Background: an optimization exercise with open tools, aiming at small area and a short achievable clock period. Do not read the settings as production practice. At most, simulation tests tie the RTL to the original design; equivalence was not proved. The clock port is modelled as an ideal driver, which makes a skipped or thinned clock tree look cheaper than it is; a real chip needs a root buffer or a tree. Power figures rest on the tool's default switching activity, not on a simulated workload.

## video_frame_top
module video_frame_top
(
   input  logic   clk,
   input  logic   arst_n,
   input  video_pkg::mode_t  mode,
   input  logic   cam_valid,
   input  logic   cam_frame_start,
   input  video_pkg::pixel_t cam_pixel,
   input  logic   copy_start,
   output logic   copy_done,
   output video_pkg::pixel_t vid_pixel,
   output logic   vid_hsync,
   output logic   vid_vsync,
   output logic   vid_blank
);
   logic [5:0] hcount;
   logic [4:0] vcount;
   logic       hblank, vblank, hsync, vsync, blank;
   logic       hwin, vwin;
   logic       next_hblank, next_vblank, next_hwin, next_vwin;
   logic       hreset, vreset;
   assign hreset = (hcount == 6'(64 - 1));
   assign vreset = hreset && (vcount == 5'(30 - 1));
   assign next_hblank = hreset ? 1'b0 : ((hcount == 6'(48 - 1)) ? 1'b1 : hblank);
   assign next_vblank = vreset ? 1'b0 :
                        ((hreset && vcount == 5'(24 - 1)) ? 1'b1 : vblank);
   assign next_hwin   = (hcount == 6'(8 - 1)) ? 1'b1 :
                        ((hcount == 6'(8 + 16 - 1)) ? 1'b0 : hwin);
   assign next_vwin   = (hreset && vcount == 5'(4 - 1)) ? 1'b1 :
                        ((hreset && vcount == 5'(4 + 8 - 1)) ? 1'b0 : vwin);
   video_pkg::mode_t mode_q;
   logic sel_data, sel_fill;
   always_ff @(posedge clk or negedge arst_n) begin
      if (!arst_n) begin
         hcount   <= '0;
         vcount   <= '0;
         hblank   <= 1'b0;
         vblank   <= 1'b0;
         hwin     <= 1'b0;
         vwin     <= 1'b0;
         hsync    <= 1'b1;
         vsync    <= 1'b1;
         blank    <= 1'b1;
         sel_data <= 1'b0;
         sel_fill <= 1'b0;
         mode_q   <= video_pkg::mode_view;
      end else begin
         hcount <= hreset ? '0 : hcount + 1'b1;
         if (hreset) begin
            vcount <= vreset ? '0 : vcount + 1'b1;
  ...
clock: 3.5 ns
lec_check: 0
cap_margin: 20
core_margin: 2
core_utilization: 65
place_density: 0.75
setup_slack_margin: 1.65
slew_margin: 20
standard.sh (not shown) runs the stock make flow with config.mk's settings and CLKGATE_MAP_FILE= SYNTH_SCRIPT=/design/flow/synth_recipe.tcl, a recipe that flattens the netlist after the stock synthesis.
==> flow/flow/run.sh <==
#!/bin/bash
# Standard layout with two extra steps:
#  - before CTS, a hand-built two-level clock tree (flow/pre_cts.tcl)
#    replaces TritonCTS; the rest of the CTS step (legalisation, setup and
#    hold repair) runs as usual;
#  - before detailed placement, each output port's register (and the
#    inverter after it, if any) is moved next to the port's output buffer.
set -euo pipefail
here=$(pwd)
export PRE_DETAIL_PLACE_TCL="$here/flow/out_regs.tcl"
export PRE_CTS_TCL="$here/flow/pre_cts.tcl"
bash standard.sh > "$here/standard.log" 2>&1
Other scripts of this flow, unchanged in this note and not shown: flow/flow/manual_cts.tcl, flow/flow/out_regs.tcl, flow/flow/pre_cts.tcl
The first run completed with no timing, DRC or antenna violations.
Rerun with:
--- a/flow/config.mk
+++ b/flow/config.mk
@@ -10,4 +10,4 @@
 export CORE_UTILIZATION = 65
 export PLACE_DENSITY = 0.75
-export SETUP_SLACK_MARGIN = 1.65
+export SETUP_SLACK_MARGIN = 1.75
 export SLEW_MARGIN = 20
What happened:
- final area is about the same
- power stays flat
- setup slack gains 190 ps
- die area stays the same
- critical path depth climbs by 3
No run of this note included a check of the RTL's function; only the layout flow was run. No run of this note takes its clock network from TritonCTS; it comes from the design's own scripts or RTL.

the baseline:
The RTL this note starts from:
==> flow/design.v <==
package video_pkg;
   typedef enum logic [1:0] {
      mode_view,
      mode_source,
      mode_copy,
      mode_result
   } mode_t;
   typedef logic [7:0] pixel_t;
   typedef logic [$clog2(16 * 8)-1:0] vaddr_t;
   typedef logic [$clog2(64)-1:0] hcount_t;
   typedef logic [$clog2(30)-1:0] vcount_t;
endpackage
`timescale 1ns/1ps
module video_frame_top
(
   input  logic   clk,
   input  logic   arst_n,
   input  video_pkg::mode_t  mode,
   input  logic   cam_valid,
   input  logic   cam_frame_start,
   input  video_pkg::pixel_t cam_pixel,
   input  logic   copy_start,
   output logic   copy_done,
   output video_pkg::pixel_t vid_pixel,
   output logic   vid_hsync,
   output logic   vid_vsync,
   output logic   vid_blank
);
   logic [5:0] hcount;
   logic [4:0] vcount;
   logic       hblank, vblank, hsync, vsync, blank;
   logic       hwin, vwin;
   logic       next_hblank, next_vblank, next_hwin, next_vwin;
   logic       hreset, vreset;
   assign hreset = (hcount == 6'(64 - 1));
   assign vreset = hreset && (vcount == 5'(30 - 1));
   assign next_hblank = hreset ? 1'b0 : ((hcount == 6'(48 - 1)) ? 1'b1 : hblank);
   assign next_vblank = vreset ? 1'b0 :
                        ((hreset && vcount == 5'(24 - 1)) ? 1'b1 : vblank);
   assign next_hwin   = (hcount == 6'(8 - 1)) ? 1'b1 :
                        ((hcount == 6'(8 + 16 - 1)) ? 1'b0 : hwin);
   assign next_vwin   = (hreset && vcount == 5'(4 - 1)) ? 1'b1 :
                        ((hreset && vcount == 5'(4 + 8 - 1)) ? 1'b0 : vwin);
   video_pkg::mode_t mode_q;
   logic sel_data, sel_fill;
   always_ff @(posedge clk or negedge arst_n) begin
      if (!arst_n) begin
         hcount   <= '0;
         vcount   <= '0;
         hblank   <= 1'b0;
         vblank   <= 1'b0;
         hwin     <= 1'b0;
         vwin     <= 1'b0;
         hsync    <= 1'b1;
         vsync    <= 1'b1;
         blank    <= 1'b1;
         sel_data <= 1'b0;
         sel_fill <= 1'b0;
         mode_q   <= video_pkg::mode_view;
      end else begin
         hcount <= hreset ? '0 : hcount + 1'b1;
         if (hreset) begin
            vcount <= vreset ? '0 : vcount + 1'b1;
         end
         hblank <= next_hblank;
         vblank <= next_vblank;
         hwin   <= next_hwin;
         vwin   <= next_vwin;
         hsync  <= (hcount == 6'(52 - 1)) ? 1'b0 :
                   ((hcount == 6'(58 - 1)) ? 1'b1 : hsync);
         vsync  <= (hreset && vcount == 5'(26 - 1)) ? 1'b0 :
                   ((hreset && vcount == 5'(28 - 1)) ? 1'b1 : vsync);
         blank  <= next_vblank | next_hblank;
         sel_data <= next_hwin && next_vwin && mode_q[0];
         sel_fill <= !(next_vblank || next_hblank) && !(next_hwin && next_vwin);
         mode_q   <= mode;
      end
   end
   logic [6:0] wr_ptr;
   logic [6:0] this_addr;
   logic [3:0] wslot_idx;
   logic [3:0] phc;       
   logic [3:0] wps;       
   logic [2:0] wtagm;
   logic [7:0] wdat, wdat_n;
   logic [2:0] wtag;
   logic [3:0] wx;
   logic       wr0;       
   logic       wrw;       
   logic [15:0] wslot;
   logic [7:0] rd_q;
   logic       active;
   logic       cam_store;
   assign this_addr = cam_frame_start ? '0 : wr_ptr;
   assign cam_store = cam_valid && (mode == video_pkg::mode_view);
   assign wslot_idx = cam_frame_start ? phc : wps;
   always_ff @(posedge clk or negedge arst_n) begin
      if (!arst_n) begin
         phc    <= 4'd5;
         wps    <= 4'd5;
         wr_ptr <= '0;
         wr0    <= 1'b0;
         wrw    <= 1'b0;
      end else begin
         phc <= phc - 1'b1;
         if (cam_valid) begin
            wr_ptr <= this_addr + 1'b1;
            wps    <= cam_frame_start ? phc : wps;
         end else if (cam_frame_start) begin
            wr_ptr <= '0;
            wps    <= phc - 1'b1;
         end else begin
            wps    <= wps - 1'b1;
         end
         wr0 <= cam_store && (this_addr[6:4] == 3'd0);
         wrw <= cam_store && (this_addr[6:4] != 3'd0);
      end
   end
   always_ff @(posedge clk) begin
      wdat   <= active ? rd_q : cam_pixel;
      wdat_n <= active ? ~rd_q : ~cam_pixel;
      wtag   <= this_addr[6:4];
      wtagm  <= this_addr[6:4] - 1'b1;
      wx     <= this_addr[3:0];
      for (int s = 0; s < 16; s++) begin
         wslot[s] <= (wslot_idx == 4'(s));
      end
   end
   logic [8:0] cnt;
   logic [2:0] crow;
   logic [5:0] ck;
   logic       ld;     
   logic       last;
   logic [7:0] cdata;
   logic [3:0] bsel;
   logic       wwin;   
   logic [7:0] we1;
   assign crow = cnt[8:6];
   assign ck   = cnt[5:0];
   assign last = active && (cnt == {3'd7, 6'd58});
   always_ff @(posedge clk or negedge arst_n) begin
      if (!arst_n) begin
         active    <= 1'b0;
         cnt       <= '0;
         copy_done <= 1'b0;
      end else begin
         if (active) begin
            cnt <= cnt + 1'b1;
            if (last) active <= 1'b0;
         end else if (copy_start) begin
            active <= 1'b1;
            cnt    <= '0;
         end
         copy_done <= last;
      end
   end
   always_comb begin
      for (int r = 0; r < 8; r++) begin
         we1[r] = wwin && (crow == 3'(r));
      end
   end
   always_ff @(posedge clk or negedge arst_n) begin
      if (!arst_n) begin
         ld   <= 1'b0;
         wwin <= 1'b0;
      end else begin
         ld <= active && (ck >= 6'd25) && (ck <= 6'd40);
         wwin <= active && (ck >= 6'd42) && (ck <= 6'd57);
      end
   end
   logic [7:0] wh_d [16];
   logic [15:0] wh_v;
   logic [15:0] wh_in;
   logic [3:0] xl, xl_n;
   logic [2:0] rl, rl_n, rlm, rlm_n;
   logic [3:0] xq;        
   logic       cmp_q, cmpw_q;
   logic [2:0] ctag_n;
   logic [7:1] ctag;
   always_comb begin
      for (int j = 0; j < 16; j++) begin
         wh_in[j] = (wrw && wslot[j]) || (j == 15 && ld);
      end
   end
   assign xl_n   = wrw ? wx : xl;
   assign rl_n   = wrw ? wtag : rl;
   assign rlm_n  = wrw ? wtagm : rlm;
   assign ctag_n = wrw ? (cmpw_q ? wtag : wtagm) : (cmp_q ? rl : rlm);
   always_ff @(posedge clk or negedge arst_n) begin
      if (!arst_n) begin
         xq   <= 4'd11;
         wh_v <= '0;
      end else begin
         xq <= xq + 1'b1;
         for (int j = 0; j < 15; j++) begin
            wh_v[j] <= (wrw && wslot[j]) || wh_v[j+1];
         end
         wh_v[15] <= wrw && wslot[15];
      end
   end
   always_ff @(posedge clk) begin
      for (int j = 0; j < 16; j++) begin
         if (wh_in[j]) begin
            wh_d[j] <= (j % 2 == 1) ? ~wdat : ~wdat_n;
         end else begin
            wh_d[j] <= ~wh_d[(j + 1) % 16];
         end
      end
      cmp_q  <= (xq <= xl_n);
      cmpw_q <= (xq <= this_addr[3:0]);
      xl  <= xl_n;
      rl  <= rl_n;
      rlm <= rlm_n;
      for (int r = 1; r < 8; r++) begin
         ctag[r] <= (ctag_n == 3'(r));
      end
      bsel  <= {phc[2:0] + 3'd1, 1'b0};   
      cdata <= wh_d[bsel];
   end
   logic [7:0] b0 [8][16];
   logic [7:0] b1 [8][16];
   always_ff @(posedge clk) begin
      for (int j = 0; j < 16; j++) begin
         if (wr0 && wslot[j]) begin
            b0[0][j] <= (j % 2 == 1) ? ~wdat : ~wdat_n;
         end else begin
            b0[0][j] <= ~b0[0][(j + 1) % 16];
         end
      end
      for (int r = 1; r < 8; r++) begin
         for (int j = 0; j < 15; j++) begin
            b0[r][j] <= b0[r][j+1];
         end
         b0[r][15] <= (wh_v[0] && ctag[r]) ? wh_d[0] : b0[r][0];
      end
      for (int r = 0; r < 8; r++) begin
         for (int j = 0; j < 15; j++) begin
            b1[r][j] <= b1[r][j+1];
         end
         b1[r][15] <= we1[r] ? cdata : b1[r][0];
      end
   end
   logic [2:0] rsel;
   logic       bsel1;
   always_ff @(posedge clk) begin
      rsel  <= active ? crow : (vcount[2:0] ^ 3'd4);
      bsel1 <= !active && (mode_q == video_pkg::mode_result);
      rd_q  <= bsel1 ? b1[rsel][0] : b0[rsel][0];
   end
   logic vid_hsync_n, vid_vsync_n, vid_blank_n;
   assign vid_hsync = ~vid_hsync_n;
   assign vid_vsync = ~vid_vsync_n;
   assign vid_blank = ~vid_blank_n;
   always_ff @(posedge clk or negedge arst_n) begin
      if (!arst_n) begin
         vid_pixel   <= '0;
         vid_hsync_n <= 1'b0;
         vid_vsync_n <= 1'b0;
         vid_blank_n <= 1'b0;
      end else begin
         vid_hsync_n <= ~hsync;
         vid_vsync_n <= ~vsync;
         vid_blank_n <= ~blank;
         vid_pixel <= sel_data ? rd_q : {sel_fill, 7'd0};
      end
   end
endmodule
==> flow/config.mk <==
export PLATFORM = sky130hd
export DESIGN_NAME = video_frame_top
export DESIGN_NICKNAME = video_frame_top
export VERILOG_FILES = /design/flow/design.v
export SDC_FILE = /design/flow/constraint.sdc
export NUM_CORES = 4
export LEC_CHECK = 0
export ABC_AREA = 1
export CAP_MARGIN = 20
export CORE_MARGIN = 2
export CORE_UTILIZATION = 65
export CTS_CLUSTER_DIAMETER = 80
export CTS_CLUSTER_SIZE = 32
export PLACE_DENSITY = 0.75
export SETUP_SLACK_MARGIN = 1.6
export SLEW_MARGIN = 20
==> flow/constraint.sdc <==
create_clock -name core_clock -period 3.5 [get_ports {clk}]
set_input_delay 0.7000 -clock core_clock [delete_from_list [all_inputs] [get_ports {clk}]]
set_output_delay 0.7000 -clock core_clock [all_outputs]
set_load 0.01 [all_outputs]
==> flow/flow/run.sh <==
#!/bin/bash
# Standard layout, with one extra step before detailed placement: each
# output port's register (and the inverter after it, if any) is moved next
# to the port's output buffer, so the register drives a short wire.
set -euo pipefail
here=$(pwd)
export PRE_DETAIL_PLACE_TCL="$here/flow/out_regs.tcl"
# CTS as configured in config.mk, without dummy loads
export CTS_ARGS="-sink_clustering_enable -repair_clock_nets -sink_clustering_size 32 -sink_clustering_max_diameter 80 -dont_use_dummy_load"
bash standard.sh > "$here/standard.log" 2>&1
==> flow/flow/out_regs.tcl <==
# Move the cells that drive each output buffer next to that buffer.
set block [ord::get_db_block]
proc out_driver { net } {
  foreach it [$net getITerms] {
    if {[$it isOutputSignal]} { return [$it getInst] }
  }
  return ""
}
set moved 0
foreach bt [$block getBTerms] {
  if {[$bt getIoType] ne "OUTPUT"} { continue }
  set net [$bt getNet]
  if {$net eq "NULL"} { continue }
  set buf [out_driver $net]
  if {$buf eq ""} { continue }
  set loc [$buf getLocation]
  set inst $buf
  for {set k 0} {$k < 3} {incr k} {
    set in_net ""
    foreach it [$inst getITerms] {
      if {[$it isInputSignal] && [$it getNet] ne "NULL"} { set in_net [$it getNet] }
    }
    if {$in_net eq ""} { break }
    if {[llength [$in_net getITerms]] != 2 || [llength [$in_net getBTerms]] != 0} { break }
    set d [out_driver $in_net]
    if {$d eq ""} { break }
    $d setLocation [lindex $loc 0] [lindex $loc 1]
    incr moved
    puts "out_regs: [$d getName] -> next to [$buf getName]"
    if {[[$d getMaster] isSequential]} { break }
    set inst $d
  }
}
puts "out_regs: moved $moved cells"
The baseline went all the way through the flow, and no timing, DRC or antenna check failed.
Modified inputs, the candidate compared to the baseline
-- flow/config.mk --
<<< the baseline, line 8
export ABC_AREA = 1
>>> the candidate, line 8
### Flow results
The candidate ends up with a number of fillers in the final layout that is 246 lower than in the baseline. The candidate drops fewer vias than the baseline. Run comparison: the baseline cell with the largest stage delay on the worst path nor3_1; the candidate cell with the largest stage delay on the worst path dfrtp_1. Count of buffering cells on the critical path with inverters included (the candidate over the baseline): increase, 2. Compared with the baseline, in the candidate clock-buffer cell count has decreased, area taken by flip-flops and latches comparable, cell area saw little to no change, static leakage power now sits at about the same level. The candidate vs. the baseline: post-route core utilization increased by 0.25 points relative to the old numbers, worst setup slack lost 0.026 ns.

==> re-timing with driven ports <==
In the flow no input, the clock included, has a driving cell. The finished layouts below were timed again as built, in two steps. Step 1 assumes that a clkbuf_16 drives the clock port and a buf_2 every other input. Step 2 times the ports against the registers' clock, not the clock port: input delays grow and output delays shrink by t, the midpoint of the rising clock arrivals with the driver on. a / b / c = ideal / step 1 / step 2; a / b = the first two.
run	t, ns	setup WS [ns]	clock arrival spread, ns	worst register clock-pin slew, ns
the first run of note 1	0.674	1.449 / 1.449 / 1.273	0.059 / 0.059	0.11 / 0.11
the second run of note 1	0.682	1.640 / 1.562 / 1.336	0.059 / 0.058	0.12 / 0.12
the baseline	0.719	1.596 / 1.534 / 1.185	0.071 / 0.072	0.12 / 0.12
the candidate	0.715	1.569 / 1.504 / 0.982	0.084 / 0.084	0.12 / 0.12
After both steps setup and hold are still met in every run listed. For the candidate, which loses most, drivers alone change the setup slack by -0.065 ns; drivers and shift together by -0.587 ns.
